From an optimization exercise on the open Yosys and OpenROAD flow, aimed at small area, a short achievable clock period and few clock cycles per item; shortcuts taken in it are not production practice.
Only simulation tests tie the RTL to the original design; equivalence was not proved.
Power figures rest on the tool's default switching activity, not on a simulated workload.

==> raven: inputs <==
==> flow/design.v (excerpt) <==
module timeout_queue_with_backoff #(
	parameter int SLOTS = 64,
	parameter int TIME_BITS = 32
) (
	input logic clk,
	input logic arst_n,
	input logic in_valid,
	output logic in_ready,
	input logic [39:0] in_data,
	output logic out_valid,
	input logic out_ready,
	output logic [7:0] out_data,
	input logic cfg_valid,
	output logic cfg_ready,
	input logic [tqb_pkg::CFG_IDX_W-1:0] cfg_index,
	input logic [tqb_pkg::CFG_DATA_W-1:0] cfg_data
);
export LEC_CHECK = 0
export CAP_MARGIN = 20
export CORE_MARGIN = 2
export CORE_UTILIZATION = 50
export SETUP_SLACK_MARGIN = 4.8
export SLEW_MARGIN = 20
create_clock -name core_clock -period 8.0 [get_ports {clk}]
run.sh (not shown) runs the stock make flow with config.mk's settings and CLKGATE_MAP_FILE= SYNTH_SCRIPT=/design/flow/synth_recipe.tcl, a recipe that flattens the netlist after the stock synthesis.
==> harbor (differences from raven) <==
--- a/flow/design.v
+++ b/flow/design.v
@@ -49,10 +49,12 @@
 	logic a_v, e_v;
 	logic [39:0] a_d, e_d, nx_d;
 	logic acc, e_free, exec, in_ready_q;
 	assign in_ready = in_ready_q;
 	assign acc = in_valid && in_ready_q;
+	logic a_free;
+	assign a_free = !a_v || e_free;
 	assign cfg_ready = 1'b1;
 	logic [1:0] e_cmd;
 	logic [SW-1:0] e_s, nx_s;
 	logic [TW-1:0] e_t, nx_t;
 	assign e_cmd = e_d[39:38];
@@ -65,30 +67,32 @@
 	logic [N-1:0] v;
 	logic [N*SW-1:0] sl;
 	logic [N*TW-1:0] ts;
 	logic [N-1:0] en_q;
 	logic [SW-1:0] x_s;
-	logic [TW-1:0] x_t;
-	logic hd_ok, hd_valid;
+	logic hd_ok, hd_valid, hd_st;
+	logic [SW-1:0] hd_slot;
 	logic [TW-1:0] hd_ts;
-	logic tl_ok, tl_valid;
+	logic tl_ok, tl_valid, tl_st;
+	assign hd_ok = !hd_st;
+	assign tl_ok = !tl_st;
 	logic [SW-1:0] tl_slot;
 	logic [TW-1:0] tl_ts;
 	logic [TW-1:0] cur_timeout_q;
 	logic [15:0] threshold_q, count_q;
 	logic [N-1:0] m_q;
-	logic ord_q, ord_ok, ex_q, ex_ok;
+	logic ord_ok, ex_q, ex_ok;
 	logic out_valid_q, s_v;
 	logic [7:0] out_q, s_q;
 	logic blk, e_free_q;
 	assign blk = (is_push && !ord_ok) || (is_chk && !ex_ok);
 	assign e_free = e_free_q;
 	assign exec = e_v && e_free_q;
-	logic order_err, do_push, do_rem, exp_hit;
-	assign order_err = is_push && hd_valid && ord_q;
-	assign do_push = exec && is_push && !order_err;
-	assign do_rem = exec && is_rem;
+	logic order_err, do_push, do_rem, exp_hit, go_push_q, go_rem_q, oe_q;
+	assign order_err = is_push && oe_q;
+	assign do_push = e_free_q && go_push_q;
+	assign do_rem = e_free_q && go_rem_q;
 	assign exp_hit = exec && is_chk && tl_valid && ex_q;
 	logic [15:0] cnt1;
 	logic bump;
 	logic [TW-1:0] doubled;
 	assign cnt1 = (count_q != 16'hFFFF) ? count_q + 16'd1 : count_q;
@@ -116,16 +120,15 @@
 		end
 	end
 	always_ff @(posedge clk) begin
 		en_q <= en;
 		x_s <= e_s;
-		x_t <= e_t;
 	end
 	always_ff @(posedge clk) begin
 		if (en_q[0]) begin
 			sl[0 +: SW] <= x_s;
-			ts[0 +: TW] <= x_t;
+			ts[0 +: TW] <= hd_ts;
 		end
 		for (int j = 1; j < N; j++) begin
 			if (en_q[j]) begin
 				sl[j*SW +: SW] <= sl[(j-1)*SW +: SW];
 				ts[j*TW +: TW] <= ts[(j-1)*TW +: TW];
@@ -152,22 +155,22 @@
 		lo_oh = v & ~{ob6[N-2:0], 1'b0};
 		hi_oh = v & ~{1'b0, oa6[N-1:1]};
 		any_v = ob6[N-1];
 	end
 	logic hd_hit, tl_hit;
-	assign hd_hit = do_rem && |(m_q & lo_oh);
-	assign tl_hit = (do_push || do_rem) && |(m_q & hi_oh);
-	logic rc_busy, rc_tail_q, rc_any_q, rc_bad_q;
+	assign hd_hit = do_rem && hd_ok && hd_valid && (e_s == hd_slot);
+	assign tl_hit = (do_push || do_rem) && tl_ok && tl_valid && (e_s == tl_slot);
+	logic rc_busy, rc_tail_q, rc_any_q;
 	logic [N-1:0] rc_sel, rc_pos;
 	logic rc_start, rc_done, rc_bad;
 	logic [SW-1:0] rc_slot;
 	logic [TW-1:0] rc_ts;
 	assign rc_start = !rc_busy && (!tl_ok || !hd_ok);
 	assign rc_done = rc_busy;
 	always_comb begin
 		rc_pos = (en_q & {rc_sel[N-2:0], 1'b0}) | (~en_q & rc_sel);
-		rc_bad = rc_bad_q || |(rc_pos & hit) || (do_push && !rc_any_q);
+		rc_bad = rc_any_q ? (!(|(rc_pos & v)) || |(rc_pos & hit)) : (any_v || do_push);
 		rc_slot = '0;
 		rc_ts = '0;
 		for (int j = 0; j < N; j++) begin
 			rc_slot = rc_slot | (sl[j*SW +: SW] & {SW{rc_sel[j]}});
 			rc_ts = rc_ts | (ts[j*TW +: TW] & {TW{rc_sel[j]}});
@@ -182,56 +185,59 @@
 	end
 	always_ff @(posedge clk) begin
 		rc_tail_q <= !tl_ok;
 		rc_sel <= !tl_ok ? hi_oh : lo_oh;
 		rc_any_q <= any_v;
-		rc_bad_q <= !tl_ok ? (tl_hit || (do_push && !any_v)) : hd_hit;
 	end
-	logic hd_wr_rc;
-	assign hd_wr_rc = rc_done && !rc_tail_q && !rc_bad && !hd_ok;
+	logic hd_ld_rc, hd_wr_rc;
+	assign hd_ld_rc = rc_done && !rc_tail_q && !hd_ok;
+	assign hd_wr_rc = hd_ld_rc && !rc_bad;
 	always_ff @(posedge clk or negedge arst_n) begin
 		if (!arst_n) begin
-			hd_ok <= 1'b1;
+			hd_st <= 1'b0;
 			hd_valid <= 1'b0;
 		end else if (do_push) begin
-			hd_ok <= 1'b1;
+			hd_st <= 1'b0;
 			hd_valid <= 1'b1;
 		end else if (hd_wr_rc) begin
-			hd_ok <= 1'b1;
+			hd_st <= 1'b0;
 			hd_valid <= rc_any_q;
 		end else if (hd_hit) begin
-			hd_ok <= 1'b0;
+			hd_st <= 1'b1;
 		end
 	end
 	always_ff @(posedge clk) begin
 		if (do_push) begin
+			hd_slot <= e_s;
 			hd_ts <= e_t;
-		end else if (hd_wr_rc) begin
+		end else if (hd_ld_rc) begin
+			hd_slot <= rc_slot;
 			hd_ts <= rc_ts;
 		end
 	end
-	logic tl_load_new, tl_wr_rc;
+	logic tl_load_new, tl_ld_rc, tl_wr_rc;
 	assign tl_load_new = do_push && tl_ok && !tl_valid;
-	assign tl_wr_rc = rc_done && rc_tail_q && !rc_bad;
+	assign tl_ld_rc = rc_done && rc_tail_q;
+	assign tl_wr_rc = tl_ld_rc && !rc_bad;
 	always_ff @(posedge clk or negedge arst_n) begin
 		if (!arst_n) begin
-			tl_ok <= 1'b1;
+			tl_st <= 1'b0;
 			tl_valid <= 1'b0;
 		end else if (tl_load_new) begin
 			tl_valid <= 1'b1;
 		end else if (tl_wr_rc) begin
-			tl_ok <= 1'b1;
+			tl_st <= 1'b0;
 			tl_valid <= rc_any_q;
 		end else if (tl_hit) begin
-			tl_ok <= 1'b0;
+			tl_st <= 1'b1;
 		end
 	end
 	always_ff @(posedge clk) begin
 		if (tl_load_new) begin
 			tl_slot <= e_s;
 			tl_ts <= e_t;
-		end else if (tl_wr_rc) begin
+		end else if (tl_ld_rc) begin
 			tl_slot <= rc_slot;
 			tl_ts <= rc_ts;
 		end
 	end
 	logic to_wr;
@@ -258,38 +264,40 @@
 					threshold_q <= cfg_data[15:0];
 				end
 			end
 		end
 	end
-	logic a_v_n, e_v_n, s_v_n, ord_ok_n, ex_ok_n, blk_n, e_free_n;
+	logic a_v_n, e_v_n, s_v_n, ord_ok_n, ex_ok_n, blk_n, e_free_n, mv_q;
 	logic [1:0] cmd_n;
 	assign a_v_n = acc || (a_v && !e_free);
 	assign e_v_n = e_free ? a_v : e_v;
 	assign cmd_n = e_free ? a_d[39:38] : e_cmd;
 	assign blk_n = (cmd_n == tqb_pkg::CMD_PUSH && !ord_ok_n) || (cmd_n == tqb_pkg::CMD_CHECK && !ex_ok_n);
 	assign e_free_n = !e_v_n || (!blk_n && !s_v_n);
 	always_ff @(posedge clk or negedge arst_n) begin
 		if (!arst_n) begin
 			a_v <= 1'b0;
 			e_v <= 1'b0;
-			e_free_q <= 1'b1;
-			in_ready_q <= 1'b1;
+			e_free_q <= 1'b0;
+			in_ready_q <= 1'b0;
+			mv_q <= 1'b0;
 		end else begin
 			a_v <= a_v_n;
 			e_v <= e_v_n;
 			e_free_q <= e_free_n;
 			in_ready_q <= !a_v_n || e_free_n;
+			mv_q <= e_free_n && a_v_n;
 		end
 	end
-	assign nx_d = e_free ? a_d : e_d;
+	assign nx_d = mv_q ? a_d : e_d;
 	assign nx_s = nx_d[37:32];
 	assign nx_t = nx_d[31:0];
 	always_ff @(posedge clk) begin
-		if (in_ready_q) begin
+		if (a_free) begin
 			a_d <= in_data;
 		end
-		if (e_free) begin
+		if (mv_q) begin
 			e_d <= a_d;
 		end
 	end
 	logic [N-1:0] eqd, eql, eqn;
 	logic eqx, eqe;
@@ -298,39 +306,51 @@
 		eqx = (x_s == nx_s);
 		eqe = (e_s == nx_s);
 		eql = (en_q & {eqd[N-2:0], eqx}) | (~en_q & eqd);
 		eqn = (en & {eql[N-2:0], eqe}) | (~en & eql);
 	end
-	logic [33:0] ca, cb, cc, cps, cpc, csum;
-	assign ca = {2'b00, nx_t};
-	assign cb = ~{2'b00, tl_ts};
-	assign cc = ~{2'b00, cur_timeout_q};
-	assign cps = ca ^ cb ^ cc;
-	assign cpc = {((ca[32:0] & cb[32:0]) | (ca[32:0] & cc[32:0]) | (cb[32:0] & cc[32:0])), 1'b1};
-	assign csum = cps + cpc;
-	logic lt_e, lt_h;
-	logic ord_raw, ex_raw, cfg_to_wr;
-	assign ord_raw = do_push ? lt_e : lt_h;
-	assign ex_raw = !csum[33];
+	logic [TW:0] deadline_q;
+	logic dl_exact_q, tl_exact_n;
+	always_ff @(posedge clk) begin
+		deadline_q <= {1'b0, tl_ts} + {1'b0, cur_timeout_q};
+	end
+	logic ord_raw, ex_raw, cfg_to_wr, hd_valid_n, lb_n, lb_q, tl_lb_q;
+	logic ord_a, ord_e, ex_a, ex_e;
+	assign ord_a = a_d[31:0] < (do_push ? e_t : hd_ts);
+	assign ord_e = e_t < hd_ts;
+	assign ord_raw = mv_q ? ord_a : ord_e;
+	assign ex_a = {1'b0, a_d[31:0]} > deadline_q;
+	assign ex_e = {1'b0, e_t} > deadline_q;
+	assign ex_raw = mv_q ? ex_a : ex_e;
 	assign cfg_to_wr = cfg_valid && cfg_index == tqb_pkg::CFG_INITIAL_TIMEOUT;
+	assign tl_exact_n = tl_ok && !tl_hit && !tl_load_new && !to_wr;
+	assign lb_n = !tl_load_new && !cfg_to_wr && (tl_ok || tl_lb_q);
 	assign ord_ok_n = do_push || (hd_ok && !hd_hit) || !ord_raw;
-	assign ex_ok_n = (tl_ok && !tl_hit && !tl_load_new && !tl_wr_rc && !to_wr)
-		|| (!ex_raw && !tl_load_new && !cfg_to_wr);
-	assign lt_e = nx_t < e_t;
-	assign lt_h = nx_t < hd_ts;
+	assign ex_ok_n = (dl_exact_q && tl_exact_n) || (!ex_raw && lb_q && lb_n);
+	assign hd_valid_n = do_push || (hd_wr_rc ? rc_any_q : hd_valid);
 	always_ff @(posedge clk or negedge arst_n) begin
 		if (!arst_n) begin
 			ord_ok <= 1'b0;
 			ex_ok <= 1'b0;
+			dl_exact_q <= 1'b0;
+			lb_q <= 1'b0;
+			tl_lb_q <= 1'b0;
+			go_push_q <= 1'b0;
+			go_rem_q <= 1'b0;
 		end else begin
 			ord_ok <= ord_ok_n;
 			ex_ok <= ex_ok_n;
+			dl_exact_q <= tl_exact_n;
+			lb_q <= lb_n;
+			tl_lb_q <= tl_ok || (tl_lb_q && any_v);
+			go_push_q <= e_v_n && cmd_n == tqb_pkg::CMD_PUSH && !(hd_valid_n && ord_raw);
+			go_rem_q <= e_v_n && cmd_n == tqb_pkg::CMD_REMOVE;
 		end
 	end
 	always_ff @(posedge clk) begin
 		m_q <= (en | (v & ~hit)) & eqn;
-		ord_q <= ord_raw;
+		oe_q <= hd_valid_n && ord_raw;
 		ex_q <= ex_raw;
 	end
 	logic [7:0] res;
 	assign res = {exp_hit, exp_hit ? tl_slot : 6'd0, order_err};
 	logic o_free;
Settings changed: CORE_UTILIZATION 50 to 40, PLACE_DENSITY from default to 0.45, SETUP_SLACK_MARGIN 4.8 to 5.
==> violet (differences from raven) <==
--- a/flow/design.v
+++ b/flow/design.v
@@ -49,10 +49,12 @@
 	logic a_v, e_v;
 	logic [39:0] a_d, e_d, nx_d;
 	logic acc, e_free, exec, in_ready_q;
 	assign in_ready = in_ready_q;
 	assign acc = in_valid && in_ready_q;
+	logic a_free;
+	assign a_free = !a_v || e_free;
 	assign cfg_ready = 1'b1;
 	logic [1:0] e_cmd;
 	logic [SW-1:0] e_s, nx_s;
 	logic [TW-1:0] e_t, nx_t;
 	assign e_cmd = e_d[39:38];
@@ -65,30 +67,32 @@
 	logic [N-1:0] v;
 	logic [N*SW-1:0] sl;
 	logic [N*TW-1:0] ts;
 	logic [N-1:0] en_q;
 	logic [SW-1:0] x_s;
-	logic [TW-1:0] x_t;
-	logic hd_ok, hd_valid;
+	logic hd_ok, hd_valid, hd_st;
+	logic [SW-1:0] hd_slot;
 	logic [TW-1:0] hd_ts;
-	logic tl_ok, tl_valid;
+	logic tl_ok, tl_valid, tl_st;
+	assign hd_ok = !hd_st;
+	assign tl_ok = !tl_st;
 	logic [SW-1:0] tl_slot;
 	logic [TW-1:0] tl_ts;
 	logic [TW-1:0] cur_timeout_q;
 	logic [15:0] threshold_q, count_q;
 	logic [N-1:0] m_q;
-	logic ord_q, ord_ok, ex_q, ex_ok;
+	logic ord_ok, ex_q, ex_ok;
 	logic out_valid_q, s_v;
 	logic [7:0] out_q, s_q;
 	logic blk, e_free_q;
 	assign blk = (is_push && !ord_ok) || (is_chk && !ex_ok);
 	assign e_free = e_free_q;
 	assign exec = e_v && e_free_q;
-	logic order_err, do_push, do_rem, exp_hit;
-	assign order_err = is_push && hd_valid && ord_q;
-	assign do_push = exec && is_push && !order_err;
-	assign do_rem = exec && is_rem;
+	logic order_err, do_push, do_rem, exp_hit, go_push_q, go_rem_q, oe_q;
+	assign order_err = is_push && oe_q;
+	assign do_push = e_free_q && go_push_q;
+	assign do_rem = e_free_q && go_rem_q;
 	assign exp_hit = exec && is_chk && tl_valid && ex_q;
 	logic [15:0] cnt1;
 	logic bump;
 	logic [TW-1:0] doubled;
 	assign cnt1 = (count_q != 16'hFFFF) ? count_q + 16'd1 : count_q;
@@ -116,16 +120,15 @@
 		end
 	end
 	always_ff @(posedge clk) begin
 		en_q <= en;
 		x_s <= e_s;
-		x_t <= e_t;
 	end
 	always_ff @(posedge clk) begin
 		if (en_q[0]) begin
 			sl[0 +: SW] <= x_s;
-			ts[0 +: TW] <= x_t;
+			ts[0 +: TW] <= hd_ts;
 		end
 		for (int j = 1; j < N; j++) begin
 			if (en_q[j]) begin
 				sl[j*SW +: SW] <= sl[(j-1)*SW +: SW];
 				ts[j*TW +: TW] <= ts[(j-1)*TW +: TW];
@@ -152,22 +155,22 @@
 		lo_oh = v & ~{ob6[N-2:0], 1'b0};
 		hi_oh = v & ~{1'b0, oa6[N-1:1]};
 		any_v = ob6[N-1];
 	end
 	logic hd_hit, tl_hit;
-	assign hd_hit = do_rem && |(m_q & lo_oh);
-	assign tl_hit = (do_push || do_rem) && |(m_q & hi_oh);
-	logic rc_busy, rc_tail_q, rc_any_q, rc_bad_q;
+	assign hd_hit = do_rem && hd_ok && hd_valid && (e_s == hd_slot);
+	assign tl_hit = (do_push || do_rem) && tl_ok && tl_valid && (e_s == tl_slot);
+	logic rc_busy, rc_tail_q, rc_any_q;
 	logic [N-1:0] rc_sel, rc_pos;
 	logic rc_start, rc_done, rc_bad;
 	logic [SW-1:0] rc_slot;
 	logic [TW-1:0] rc_ts;
 	assign rc_start = !rc_busy && (!tl_ok || !hd_ok);
 	assign rc_done = rc_busy;
 	always_comb begin
 		rc_pos = (en_q & {rc_sel[N-2:0], 1'b0}) | (~en_q & rc_sel);
-		rc_bad = rc_bad_q || |(rc_pos & hit) || (do_push && !rc_any_q);
+		rc_bad = rc_any_q ? (!(|(rc_pos & v)) || |(rc_pos & hit)) : (any_v || do_push);
 		rc_slot = '0;
 		rc_ts = '0;
 		for (int j = 0; j < N; j++) begin
 			rc_slot = rc_slot | (sl[j*SW +: SW] & {SW{rc_sel[j]}});
 			rc_ts = rc_ts | (ts[j*TW +: TW] & {TW{rc_sel[j]}});
@@ -182,56 +185,59 @@
 	end
 	always_ff @(posedge clk) begin
 		rc_tail_q <= !tl_ok;
 		rc_sel <= !tl_ok ? hi_oh : lo_oh;
 		rc_any_q <= any_v;
-		rc_bad_q <= !tl_ok ? (tl_hit || (do_push && !any_v)) : hd_hit;
 	end
-	logic hd_wr_rc;
-	assign hd_wr_rc = rc_done && !rc_tail_q && !rc_bad && !hd_ok;
+	logic hd_ld_rc, hd_wr_rc;
+	assign hd_ld_rc = rc_done && !rc_tail_q && !hd_ok;
+	assign hd_wr_rc = hd_ld_rc && !rc_bad;
 	always_ff @(posedge clk or negedge arst_n) begin
 		if (!arst_n) begin
-			hd_ok <= 1'b1;
+			hd_st <= 1'b0;
 			hd_valid <= 1'b0;
 		end else if (do_push) begin
-			hd_ok <= 1'b1;
+			hd_st <= 1'b0;
 			hd_valid <= 1'b1;
 		end else if (hd_wr_rc) begin
-			hd_ok <= 1'b1;
+			hd_st <= 1'b0;
 			hd_valid <= rc_any_q;
 		end else if (hd_hit) begin
-			hd_ok <= 1'b0;
+			hd_st <= 1'b1;
 		end
 	end
 	always_ff @(posedge clk) begin
 		if (do_push) begin
+			hd_slot <= e_s;
 			hd_ts <= e_t;
-		end else if (hd_wr_rc) begin
+		end else if (hd_ld_rc) begin
+			hd_slot <= rc_slot;
 			hd_ts <= rc_ts;
 		end
 	end
-	logic tl_load_new, tl_wr_rc;
+	logic tl_load_new, tl_ld_rc, tl_wr_rc;
 	assign tl_load_new = do_push && tl_ok && !tl_valid;
-	assign tl_wr_rc = rc_done && rc_tail_q && !rc_bad;
+	assign tl_ld_rc = rc_done && rc_tail_q;
+	assign tl_wr_rc = tl_ld_rc && !rc_bad;
 	always_ff @(posedge clk or negedge arst_n) begin
 		if (!arst_n) begin
-			tl_ok <= 1'b1;
+			tl_st <= 1'b0;
 			tl_valid <= 1'b0;
 		end else if (tl_load_new) begin
 			tl_valid <= 1'b1;
 		end else if (tl_wr_rc) begin
-			tl_ok <= 1'b1;
+			tl_st <= 1'b0;
 			tl_valid <= rc_any_q;
 		end else if (tl_hit) begin
-			tl_ok <= 1'b0;
+			tl_st <= 1'b1;
 		end
 	end
 	always_ff @(posedge clk) begin
 		if (tl_load_new) begin
 			tl_slot <= e_s;
 			tl_ts <= e_t;
-		end else if (tl_wr_rc) begin
+		end else if (tl_ld_rc) begin
 			tl_slot <= rc_slot;
 			tl_ts <= rc_ts;
 		end
 	end
 	logic to_wr;
@@ -258,38 +264,40 @@
 					threshold_q <= cfg_data[15:0];
 				end
 			end
 		end
 	end
-	logic a_v_n, e_v_n, s_v_n, ord_ok_n, ex_ok_n, blk_n, e_free_n;
+	logic a_v_n, e_v_n, s_v_n, ord_ok_n, ex_ok_n, blk_n, e_free_n, mv_q;
 	logic [1:0] cmd_n;
 	assign a_v_n = acc || (a_v && !e_free);
 	assign e_v_n = e_free ? a_v : e_v;
 	assign cmd_n = e_free ? a_d[39:38] : e_cmd;
 	assign blk_n = (cmd_n == tqb_pkg::CMD_PUSH && !ord_ok_n) || (cmd_n == tqb_pkg::CMD_CHECK && !ex_ok_n);
 	assign e_free_n = !e_v_n || (!blk_n && !s_v_n);
 	always_ff @(posedge clk or negedge arst_n) begin
 		if (!arst_n) begin
 			a_v <= 1'b0;
 			e_v <= 1'b0;
-			e_free_q <= 1'b1;
-			in_ready_q <= 1'b1;
+			e_free_q <= 1'b0;
+			in_ready_q <= 1'b0;
+			mv_q <= 1'b0;
 		end else begin
 			a_v <= a_v_n;
 			e_v <= e_v_n;
 			e_free_q <= e_free_n;
 			in_ready_q <= !a_v_n || e_free_n;
+			mv_q <= e_free_n && a_v_n;
 		end
 	end
-	assign nx_d = e_free ? a_d : e_d;
+	assign nx_d = mv_q ? a_d : e_d;
 	assign nx_s = nx_d[37:32];
 	assign nx_t = nx_d[31:0];
 	always_ff @(posedge clk) begin
-		if (in_ready_q) begin
+		if (a_free) begin
 			a_d <= in_data;
 		end
-		if (e_free) begin
+		if (mv_q) begin
 			e_d <= a_d;
 		end
 	end
 	logic [N-1:0] eqd, eql, eqn;
 	logic eqx, eqe;
@@ -298,39 +306,51 @@
 		eqx = (x_s == nx_s);
 		eqe = (e_s == nx_s);
 		eql = (en_q & {eqd[N-2:0], eqx}) | (~en_q & eqd);
 		eqn = (en & {eql[N-2:0], eqe}) | (~en & eql);
 	end
-	logic [33:0] ca, cb, cc, cps, cpc, csum;
-	assign ca = {2'b00, nx_t};
-	assign cb = ~{2'b00, tl_ts};
-	assign cc = ~{2'b00, cur_timeout_q};
-	assign cps = ca ^ cb ^ cc;
-	assign cpc = {((ca[32:0] & cb[32:0]) | (ca[32:0] & cc[32:0]) | (cb[32:0] & cc[32:0])), 1'b1};
-	assign csum = cps + cpc;
-	logic lt_e, lt_h;
-	logic ord_raw, ex_raw, cfg_to_wr;
-	assign ord_raw = do_push ? lt_e : lt_h;
-	assign ex_raw = !csum[33];
+	logic [TW:0] deadline_q;
+	logic dl_exact_q, tl_exact_n;
+	always_ff @(posedge clk) begin
+		deadline_q <= {1'b0, tl_ts} + {1'b0, cur_timeout_q};
+	end
+	logic ord_raw, ex_raw, cfg_to_wr, hd_valid_n, lb_n, lb_q, tl_lb_q;
+	logic ord_a, ord_e, ex_a, ex_e;
+	assign ord_a = a_d[31:0] < (do_push ? e_t : hd_ts);
+	assign ord_e = e_t < hd_ts;
+	assign ord_raw = mv_q ? ord_a : ord_e;
+	assign ex_a = {1'b0, a_d[31:0]} > deadline_q;
+	assign ex_e = {1'b0, e_t} > deadline_q;
+	assign ex_raw = mv_q ? ex_a : ex_e;
 	assign cfg_to_wr = cfg_valid && cfg_index == tqb_pkg::CFG_INITIAL_TIMEOUT;
+	assign tl_exact_n = tl_ok && !tl_hit && !tl_load_new && !to_wr;
+	assign lb_n = !tl_load_new && !cfg_to_wr && (tl_ok || tl_lb_q);
 	assign ord_ok_n = do_push || (hd_ok && !hd_hit) || !ord_raw;
-	assign ex_ok_n = (tl_ok && !tl_hit && !tl_load_new && !tl_wr_rc && !to_wr)
-		|| (!ex_raw && !tl_load_new && !cfg_to_wr);
-	assign lt_e = nx_t < e_t;
-	assign lt_h = nx_t < hd_ts;
+	assign ex_ok_n = (dl_exact_q && tl_exact_n) || (!ex_raw && lb_q && lb_n);
+	assign hd_valid_n = do_push || (hd_wr_rc ? rc_any_q : hd_valid);
 	always_ff @(posedge clk or negedge arst_n) begin
 		if (!arst_n) begin
 			ord_ok <= 1'b0;
 			ex_ok <= 1'b0;
+			dl_exact_q <= 1'b0;
+			lb_q <= 1'b0;
+			tl_lb_q <= 1'b0;
+			go_push_q <= 1'b0;
+			go_rem_q <= 1'b0;
 		end else begin
 			ord_ok <= ord_ok_n;
 			ex_ok <= ex_ok_n;
+			dl_exact_q <= tl_exact_n;
+			lb_q <= lb_n;
+			tl_lb_q <= tl_ok || (tl_lb_q && any_v);
+			go_push_q <= e_v_n && cmd_n == tqb_pkg::CMD_PUSH && !(hd_valid_n && ord_raw);
+			go_rem_q <= e_v_n && cmd_n == tqb_pkg::CMD_REMOVE;
 		end
 	end
 	always_ff @(posedge clk) begin
 		m_q <= (en | (v & ~hit)) & eqn;
-		ord_q <= ord_raw;
+		oe_q <= hd_valid_n && ord_raw;
 		ex_q <= ex_raw;
 	end
 	logic [7:0] res;
 	assign res = {exp_hit, exp_hit ? tl_slot : 6'd0, order_err};
 	logic o_free;
Settings changed: CORE_UTILIZATION 50 to 40, CTS_CLUSTER_DIAMETER from default to 80, CTS_CLUSTER_SIZE from default to 20, PLACE_DENSITY from default to 0.45, SETUP_SLACK_MARGIN 4.8 to 5.
==> comparison table <==
quantity	harbor	raven	violet
Clock transition at the registers of the reported paths	0.06 ns	0.06 ns	0.09 ns
Length of the first detailed-routing pass in iterations	8	15	9
Post-Route M1 WL	247.7 mm	196.2 mm	245.4 mm
Post-placement cell area	0.1260 mm2	0.1233 mm2	0.1260 mm2
Result of the run	finished clean	finished clean	finished clean
Delay of the slowest cell on the worst path	0.52 ns	0.74 ns	0.52 ns
Non-clock buffering overhead in the final layout	0.05381	0.05026	0.05611
Met1 Usage GRT	0.5696	0.6093	0.5671
Number of global-route vias before repair	85250	84950	83490
Post-synth EDFFs	2598	2560	2598
Total chip power	40.80 mW	39.05 mW	35.81 mW
Setup slack, reg-to-reg	4.65 ns	4.35 ns	4.58 ns
CP Launch Point	rc_sel[43]$_DFF_P_	e_free_q$_DFF_PN1_	rc_sel[62]$_DFF_P_
Overall die width	549.3 um	489 um	549.3 um
Final instance area	0.1438 mm2	0.1413 mm2	0.1391 mm2
Worst hold endpoint	ts[1045]$_DFFE_PP_	x_t[18]$_DFF_P_	sl[2]$_DFFE_PP_
Cell with the largest stage delay on the worst path	or4_1	nor4_4	or4_1
Cts bufs inserted	331	324	187
Die span in y	549.3 um	489 um	549.3 um
Testbench counts of raven, summed over its fixed seeds: cycles 16,088, items 16,000.
Testbench counts of harbor, summed over its fixed seeds: cycles 16,132, items 16,000.
Testbench counts of violet, summed over its fixed seeds: cycles 16,132, items 16,000.

-- separate check: timing with driven ports --
The flow's constraints put no driver on any port. The routed layouts listed below were extracted and timed again, unchanged, in two steps.
Step 1 assumes that a clkbuf_16 drives the clock port and a buf_2 every other input.
Step 2 times the ports against the registers' clock, not the clock port: input delays grow and output delays shrink by t, the midpoint of the rising clock arrivals with the driver on.
Slacks: ideal ports / drivers / drivers and shift; pairs: ideal ports / drivers.
run	t, ns	slack for setup (ns)	worst setup path after step 2	slew at the worst register clock pin (ns)	pins driven straight from the clock port
raven	1.070	4.348 / 4.348 / 4.275	input to register	0.07 / 0.07	1
harbor	1.056	4.654 / 4.654 / 4.344	input to register	0.07 / 0.07	1
violet	1.050	4.581 / 4.581 / 4.366	input to register	0.10 / 0.10	1
After both steps setup and hold are still met in every run listed. The setup slack of harbor, which loses most, moves by 0.000 ns with the drivers and by -0.310 ns with both steps.
